This is an optimization exercise on Yosys and OpenROAD, whose aim is a short achievable clock period and few clock cycles, not a production implementation. At most, simulation tests tie the RTL to the original design; equivalence was not proved. No activity file was given, so power comes from the tool's default toggle rates.

== run Z ==
==> flow/design.v <==
`default_nettype none
`timescale 1ns/1ps
package mem_bus_pkg;
    localparam int ADDR_W = 12;      
    localparam int DATA_W = 32;      
    typedef logic [ADDR_W-1:0] addr_t;
    typedef logic [DATA_W-1:0] word_t;
endpackage
`default_nettype wire
`default_nettype none
`timescale 1ns/1ps
package cache_geom_pkg;
    localparam int TAG_W      = 5;
    localparam int INDEX_W    = 3;
    localparam int WORD_SEL_W = 2;
    localparam int BYTE_SEL_W = 2;
    localparam int NUM_LINES  = 2 ** INDEX_W;        
    localparam int LINE_WORDS = 2 ** WORD_SEL_W;     
    typedef logic [TAG_W-1:0]      tag_t;
    typedef logic [INDEX_W-1:0]    index_t;
    typedef logic [WORD_SEL_W-1:0] word_sel_t;
    typedef union packed {
        logic [TAG_W+INDEX_W+WORD_SEL_W+BYTE_SEL_W-1:0] raw;   
        struct packed {
            tag_t                  tag;
            index_t                index;
            word_sel_t             word;     
            logic [BYTE_SEL_W-1:0] bsel;     
        } f;
    } cache_addr_t;
endpackage
`default_nettype wire
`default_nettype none
`timescale 1ns/1ps
module cache_arrays
(
    input  wire logic        CLK,
    input  wire logic        RSTn,
    input  cache_geom_pkg::cache_addr_t look_addr,
    output logic             hit,
    input  wire logic        tag_we
);
    logic [cache_geom_pkg::NUM_LINES-1:0] valid;
    cache_geom_pkg::tag_t                 tags  [cache_geom_pkg::NUM_LINES];
    cache_geom_pkg::index_t    idx;
    cache_geom_pkg::tag_t      look_tag;
    assign idx      = look_addr.f.index;
    assign look_tag = look_addr.f.tag;
    logic [cache_geom_pkg::NUM_LINES-1:0] line_hit;
    always_comb begin
        for (int i = 0; i < cache_geom_pkg::NUM_LINES; i++) begin
            line_hit[i] = valid[i] && (tags[i] == look_tag) && (idx == cache_geom_pkg::index_t'(i));
        end
    end
    assign hit = |line_hit;
    always_ff @(posedge CLK) begin
        if (RSTn) begin
            valid <= '0;
        end else if (tag_we) begin
            valid[idx] <= 1'b1;
        end
    end
    always_ff @(posedge CLK) begin
        if (tag_we) begin
            tags[idx] <= look_tag;
        end
    end
endmodule
`default_nettype wire
`default_nettype none
`timescale 1ns/1ps
module cache_ctrl
(
    input  wire logic      CLK,
    input  wire logic      RSTn,
    input  wire logic      req,
    input  wire logic      req_store,
    input  mem_bus_pkg::addr_t     req_addr,
    input  mem_bus_pkg::word_t     req_wdata,
    output logic           resp_valid,
    output mem_bus_pkg::word_t          resp_rdata,
    output logic           resp_hit,
    output cache_geom_pkg::cache_addr_t    look_addr,
    input  wire logic      hit,
    output logic           tag_we,
    output mem_bus_pkg::addr_t          mem_addr,
    output logic           mem_we,
    output mem_bus_pkg::word_t          mem_wdata,
    input  mem_bus_pkg::word_t     mem_rdata
);
    mem_bus_pkg::addr_t cur_addr;       
    mem_bus_pkg::word_t cur_wdata;
    assign look_addr.raw = req_addr;
    assign tag_we        = req;
    always_ff @(posedge CLK) begin
        if (RSTn) begin
            resp_valid <= 1'b0;
            mem_we     <= 1'b0;
        end else begin
            resp_valid <= req;                   
            mem_we     <= req && req_store;      
        end
    end
    always_ff @(posedge CLK) begin
        cur_addr  <= req_addr;
        cur_wdata <= req_wdata;
        resp_hit  <= hit;
    end
    assign mem_addr   = cur_addr;
    assign mem_wdata  = cur_wdata;
    assign resp_rdata = mem_rdata;       
endmodule
`default_nettype wire
`default_nettype none
`timescale 1ns/1ps
module dcache_top
(
    input  wire logic  CLK,
    input  wire logic  RSTn,
    input  wire logic  req,
    input  wire logic  req_store,
    input  mem_bus_pkg::addr_t req_addr,
    input  mem_bus_pkg::word_t req_wdata,
    output logic       resp_valid,
    output logic       resp_hit,
    output mem_bus_pkg::word_t      resp_rdata,
    output mem_bus_pkg::addr_t      mem_addr,
    output logic       mem_we,
    output mem_bus_pkg::word_t      mem_wdata,
    input  mem_bus_pkg::word_t mem_rdata
);
    cache_geom_pkg::cache_addr_t look_addr;
    logic        hit;
    logic        tag_we;
    cache_ctrl u_ctrl (
        .CLK        (CLK),
        .RSTn       (RSTn),
        .req        (req),
        .req_store  (req_store),
        .req_addr   (req_addr),
        .req_wdata  (req_wdata),
        .resp_valid (resp_valid),
        .resp_rdata (resp_rdata),
        .resp_hit   (resp_hit),
        .look_addr  (look_addr),
        .hit        (hit),
        .tag_we     (tag_we),
        .mem_addr   (mem_addr),
        .mem_we     (mem_we),
        .mem_wdata  (mem_wdata),
        .mem_rdata  (mem_rdata)
    );
    cache_arrays u_arrays (
        .CLK        (CLK),
        .RSTn       (RSTn),
        .look_addr  (look_addr),
        .hit        (hit),
        .tag_we     (tag_we)
    );
endmodule
`default_nettype wire
make LEC_CHECK=0 ABC_CLOCK_PERIOD_IN_PS=1000 CAP_MARGIN=20 CORE_MARGIN=2 CORE_UTILIZATION=45 CTS_BUF_LIST=sky130_fd_sc_hd__clkbuf_16 CTS_CLUSTER_DIAMETER=200 CTS_CLUSTER_SIZE=60 SETUP_SLACK_MARGIN=2.6 SLEW_MARGIN=20 finish   # period 4.0 ns
run.sh (not shown) runs the stock make flow with config.mk's settings and CLKGATE_MAP_FILE= SYNTH_SCRIPT=/design/flow/synth_recipe.tcl, a recipe that flattens the netlist after the stock synthesis.
Edits applied to the flow inputs when going from run Z to run B:
--- a/flow/design.v
+++ b/flow/design.v
@@ -44,17 +44,19 @@
     cache_geom_pkg::tag_t                 tags  [cache_geom_pkg::NUM_LINES];
     cache_geom_pkg::index_t    idx;
     cache_geom_pkg::tag_t      look_tag;
     assign idx      = look_addr.f.index;
     assign look_tag = look_addr.f.tag;
-    logic [cache_geom_pkg::NUM_LINES-1:0] line_hit;
+    logic [cache_geom_pkg::NUM_LINES-1:0] line_match;
+    logic [cache_geom_pkg::NUM_LINES-1:0] line_sel;
     always_comb begin
         for (int i = 0; i < cache_geom_pkg::NUM_LINES; i++) begin
-            line_hit[i] = valid[i] && (tags[i] == look_tag) && (idx == cache_geom_pkg::index_t'(i));
+            line_match[i] = valid[i] && (tags[i] == look_tag);
+            line_sel[i]   = (idx == cache_geom_pkg::index_t'(i));
         end
     end
-    assign hit = |line_hit;
+    assign hit = |(line_match & line_sel);
     always_ff @(posedge CLK) begin
         if (RSTn) begin
             valid <= '0;
         end else if (tag_we) begin
             valid[idx] <= 1'b1;
--- outcome ---
- Relative to run Z, full die area has gone up in run B.
- For the fmax, run B came in about 0.7% higher than run Z did.
- Run B vs run Z: net load switching power down by a few percent
- There was hardly any difference in area used by sequential logic in the layout between run B and run Z.
- Run Z has a higher clock power than run B.
- Area fraction in and, or, nand and nor cells after synthesis up 0.16 points in run B wrt run Z
- Relative to run Z, the total of cells resized after clock tree synthesis measured on run B has increased by a few percent.
No functional check of the RTL was part of any run of this note.

RTL: the design.v shown in full above, as it stands there.
Settings: LEC_CHECK=0, ABC_CLOCK_PERIOD_IN_PS=10, CAP_MARGIN=20, CORE_MARGIN=2, CORE_UTILIZATION=45, CTS_BUF_LIST=sky130_fd_sc_hd__clkbuf_16, CTS_CLUSTER_DIAMETER=200, CTS_CLUSTER_SIZE=60, SETUP_SLACK_MARGIN=2.6, SLEW_MARGIN=20; clock period 4.0 ns.
Rerun with:
--- a/flow/design.v
+++ b/flow/design.v
@@ -45,15 +45,17 @@
     cache_geom_pkg::index_t    idx;
     cache_geom_pkg::tag_t      look_tag;
     assign idx      = look_addr.f.index;
     assign look_tag = look_addr.f.tag;
-    logic [cache_geom_pkg::NUM_LINES-1:0] line_hit;
+    logic [cache_geom_pkg::NUM_LINES-1:0] line_match;
+    logic [cache_geom_pkg::NUM_LINES-1:0] line_sel;
     always_comb begin
         for (int i = 0; i < cache_geom_pkg::NUM_LINES; i++) begin
-            line_hit[i] = valid[i] && (tags[i] == look_tag) && (idx == cache_geom_pkg::index_t'(i));
+            line_match[i] = valid[i] && (tags[i] == look_tag);
+            line_sel[i]   = (idx == cache_geom_pkg::index_t'(i));
         end
     end
-    assign hit = |line_hit;
+    assign hit = |(line_match & line_sel);
     always_ff @(posedge CLK) begin
         if (RSTn) begin
             valid <= '0;
         end else if (tag_we) begin
Die area climbs by 0.32%.
Sequential share of layout area came out higher by 0.96 points.
Routed wire length shrinks by 4.4%.
Synthesized cell count is lower by 0.83%.
Worst setup slack improved by 0.012 ns.
Function was not checked in any run of this note: the RTL went through the layout flow alone.

== main ==
Another version of the RTL of dcache_top (not shown whole).
Size in the first run: about 240 cells after synthesis, ~95 flip-flops, ~160 I/O pins, roughly 3400 sq um of cells after synthesis.
==> module cache_arrays, before the edit <==
module cache_arrays
(
    input  wire logic        CLK,
    input  wire logic        RSTn,
    input  cache_geom_pkg::cache_addr_t look_addr,
    output logic             hit,
    input  wire logic        tag_we
);
    logic [cache_geom_pkg::NUM_LINES-1:0] valid;
    cache_geom_pkg::tag_t                 tags  [cache_geom_pkg::NUM_LINES];
    cache_geom_pkg::index_t    idx;
    cache_geom_pkg::tag_t      look_tag;
    assign idx      = look_addr.f.index;
    assign look_tag = look_addr.f.tag;
    logic [cache_geom_pkg::NUM_LINES-1:0] line_match;
    always_comb begin
        for (int i = 0; i < cache_geom_pkg::NUM_LINES; i++) begin
            line_match[i] = valid[i] && (tags[i] == look_tag);
        end
    end
    assign hit = line_match[idx];
    always_ff @(posedge CLK) begin
        if (RSTn) begin
            valid <= '0;
        end else if (tag_we) begin
            valid[idx] <= 1'b1;
        end
    end
    always_ff @(posedge CLK) begin
        if (tag_we) begin
            tags[idx] <= look_tag;
        end
    end
endmodule
==> module cache_ctrl, before the edit <==
module cache_ctrl
(
    input  wire logic      CLK,
    input  wire logic      RSTn,
    input  wire logic      req,
    input  wire logic      req_store,
    input  mem_bus_pkg::addr_t     req_addr,
    input  mem_bus_pkg::word_t     req_wdata,
    output logic           resp_valid,
    output mem_bus_pkg::word_t          resp_rdata,
    output logic           resp_hit,
    output cache_geom_pkg::cache_addr_t    look_addr,
    input  wire logic      hit,
    output logic           tag_we,
    output mem_bus_pkg::addr_t          mem_addr,
    output logic           mem_we,
    output mem_bus_pkg::word_t          mem_wdata,
    input  mem_bus_pkg::word_t     mem_rdata
);
    mem_bus_pkg::addr_t cur_addr;       
    mem_bus_pkg::word_t cur_wdata;
    assign look_addr.raw = req_addr;
    assign tag_we        = req;
    always_ff @(posedge CLK) begin
        if (RSTn) begin
            resp_valid <= 1'b0;
            mem_we     <= 1'b0;
        end else begin
            resp_valid <= req;                   
            mem_we     <= req && req_store;      
        end
    end
    always_ff @(posedge CLK) begin
        cur_addr  <= req_addr;
        cur_wdata <= req_wdata;
        resp_hit  <= hit;
    end
    assign mem_addr   = cur_addr;
    assign mem_wdata  = cur_wdata;
    assign resp_rdata = mem_rdata;       
endmodule
==> module dcache_top, before the edit <==
module dcache_top
(
    input  wire logic  CLK,
    input  wire logic  RSTn,
    input  wire logic  req,
    input  wire logic  req_store,
    input  mem_bus_pkg::addr_t req_addr,
    input  mem_bus_pkg::word_t req_wdata,
    output logic       resp_valid,
    output logic       resp_hit,
    output mem_bus_pkg::word_t      resp_rdata,
    output mem_bus_pkg::addr_t      mem_addr,
    output logic       mem_we,
    output mem_bus_pkg::word_t      mem_wdata,
    input  mem_bus_pkg::word_t mem_rdata
);
    cache_geom_pkg::cache_addr_t look_addr;
    logic        hit;
    logic        tag_we;
    cache_ctrl u_ctrl (
        .CLK        (CLK),
        .RSTn       (RSTn),
        .req        (req),
        .req_store  (req_store),
        .req_addr   (req_addr),
        .req_wdata  (req_wdata),
        .resp_valid (resp_valid),
        .resp_rdata (resp_rdata),
        .resp_hit   (resp_hit),
        .look_addr  (look_addr),
        .hit        (hit),
        .tag_we     (tag_we),
        .mem_addr   (mem_addr),
        .mem_we     (mem_we),
        .mem_wdata  (mem_wdata),
        .mem_rdata  (mem_rdata)
    );
    cache_arrays u_arrays (
        .CLK        (CLK),
        .RSTn       (RSTn),
        .look_addr  (look_addr),
        .hit        (hit),
        .tag_we     (tag_we)
    );
endmodule
export LEC_CHECK = 0
export ABC_CLOCK_PERIOD_IN_PS = 1000
export CAP_MARGIN = 20
export CORE_MARGIN = 2
export CORE_UTILIZATION = 45
export CTS_BUF_LIST = sky130_fd_sc_hd__clkbuf_16
export CTS_CLUSTER_DIAMETER = 200
export CTS_CLUSTER_SIZE = 60
export SETUP_SLACK_MARGIN = 2.6
export SLEW_MARGIN = 20
create_clock -name core_clock -period 4.0 [get_ports {CLK}]
Testbench counts of main, summed over its fixed seeds: cycles 4,800.
Input changes introduced in the feature branch (baseline for comparison: main):
--- a/flow/design.v
+++ b/flow/design.v
@@ -36,18 +36,21 @@
 (
     input  wire logic        CLK,
     input  wire logic        RSTn,
     input  cache_geom_pkg::cache_addr_t look_addr,
     output logic             hit,
+    input  cache_geom_pkg::cache_addr_t fill_addr,
     input  wire logic        tag_we
 );
     logic [cache_geom_pkg::NUM_LINES-1:0] valid;
     cache_geom_pkg::tag_t                 tags  [cache_geom_pkg::NUM_LINES];
     cache_geom_pkg::index_t    idx;
     cache_geom_pkg::tag_t      look_tag;
+    cache_geom_pkg::index_t    fill_idx;
     assign idx      = look_addr.f.index;
     assign look_tag = look_addr.f.tag;
+    assign fill_idx = fill_addr.f.index;
     logic [cache_geom_pkg::NUM_LINES-1:0] line_match;
     always_comb begin
         for (int i = 0; i < cache_geom_pkg::NUM_LINES; i++) begin
             line_match[i] = valid[i] && (tags[i] == look_tag);
         end
@@ -55,16 +58,16 @@
     assign hit = line_match[idx];
     always_ff @(posedge CLK) begin
         if (RSTn) begin
             valid <= '0;
         end else if (tag_we) begin
-            valid[idx] <= 1'b1;
+            valid[fill_idx] <= 1'b1;
         end
     end
     always_ff @(posedge CLK) begin
         if (tag_we) begin
-            tags[idx] <= look_tag;
+            tags[fill_idx] <= fill_addr.f.tag;
         end
     end
 endmodule
 `default_nettype wire
 `default_nettype none
@@ -80,20 +83,22 @@
     output logic           resp_valid,
     output mem_bus_pkg::word_t          resp_rdata,
     output logic           resp_hit,
     output cache_geom_pkg::cache_addr_t    look_addr,
     input  wire logic      hit,
+    output cache_geom_pkg::cache_addr_t    fill_addr,
     output logic           tag_we,
     output mem_bus_pkg::addr_t          mem_addr,
     output logic           mem_we,
     output mem_bus_pkg::word_t          mem_wdata,
     input  mem_bus_pkg::word_t     mem_rdata
 );
     mem_bus_pkg::addr_t cur_addr;       
     mem_bus_pkg::word_t cur_wdata;
     assign look_addr.raw = req_addr;
-    assign tag_we        = req;
+    assign fill_addr.raw = cur_addr;
+    assign tag_we        = resp_valid;
     always_ff @(posedge CLK) begin
         if (RSTn) begin
             resp_valid <= 1'b0;
             mem_we     <= 1'b0;
         end else begin
@@ -129,10 +134,11 @@
     output mem_bus_pkg::word_t      mem_wdata,
     input  mem_bus_pkg::word_t mem_rdata
 );
     cache_geom_pkg::cache_addr_t look_addr;
     logic        hit;
+    cache_geom_pkg::cache_addr_t fill_addr;
     logic        tag_we;
     cache_ctrl u_ctrl (
         .CLK        (CLK),
         .RSTn       (RSTn),
         .req        (req),
@@ -142,10 +148,11 @@
         .resp_valid (resp_valid),
         .resp_rdata (resp_rdata),
         .resp_hit   (resp_hit),
         .look_addr  (look_addr),
         .hit        (hit),
+        .fill_addr  (fill_addr),
         .tag_we     (tag_we),
         .mem_addr   (mem_addr),
         .mem_we     (mem_we),
         .mem_wdata  (mem_wdata),
         .mem_rdata  (mem_rdata)
@@ -153,9 +160,10 @@
     cache_arrays u_arrays (
         .CLK        (CLK),
         .RSTn       (RSTn),
         .look_addr  (look_addr),
         .hit        (hit),
+        .fill_addr  (fill_addr),
         .tag_we     (tag_we)
     );
 endmodule
 `default_nettype wire
### Flow results
The feature branch ended up with mem_addr[9] as its endpoint of the most critical setup path; main ended up with resp_rdata[18].
The run showing the greater depth of the critical timing path with buffers and inverters included is the feature branch.
From main to the feature branch the numbers moved as follows: area occupied by multi-input gates now sits lower; via count now sits higher.
Clock distribution power (the feature branch / main): 0.942
Diff the feature branch and main: post-synthesis cell count higher in main
Between the feature branch and main, it is the feature branch whose post-route worst setup slack is lower, by 14 ps.
From main to the feature branch, sum of negative setup slack did not move at all.
On total power per unit cell area: between the feature branch and main, it ends up lower for the feature branch.
The RTL of the feature branch was laid out without a check of its function.

## what the ideal ports hide
No port has a modelled driver above. Below, the same layouts with a new extraction and two added sets of constraints. Step 1 assumes that a clkbuf_16 drives the clock port and a buf_2 every other input. Step 2 also shifts input and output timing later by t, the mid clock arrival at the registers, as if the neighbouring blocks saw the same clock. a / b / c = ideal ports / drivers / drivers and shift; a / b = the first two.
| run | t (ns) | setup slack, ns | worst setup path after step 2 | latest minus earliest clock arrival (ns) | worst register clock-pin slew, ns |
|---|---|---|---|---|---|
| run Z | 0.363 | 2.325 / 2.288 / 1.924 | input to register | 0.006 / 0.007 | 0.07 / 0.07 |
| run B | 0.361 | 2.337 / 2.313 / 1.952 | input to register | 0.007 / 0.006 | 0.07 / 0.07 |
| the first run of note 2 | 0.363 | 2.325 / 2.288 / 1.924 | input to register | 0.006 / 0.007 | 0.07 / 0.07 |
| the second run of note 2 | 0.361 | 2.337 / 2.313 / 1.952 | input to register | 0.007 / 0.006 | 0.07 / 0.07 |
| main | 0.366 | 2.400 / 2.353 / 2.193 | input to register | 0.007 / 0.007 | 0.07 / 0.07 |
| the feature branch | 0.363 | 2.386 / 2.351 / 2.097 | input to register | 0.008 / 0.008 | 0.07 / 0.07 |
After both steps setup and hold are still met in every run listed.
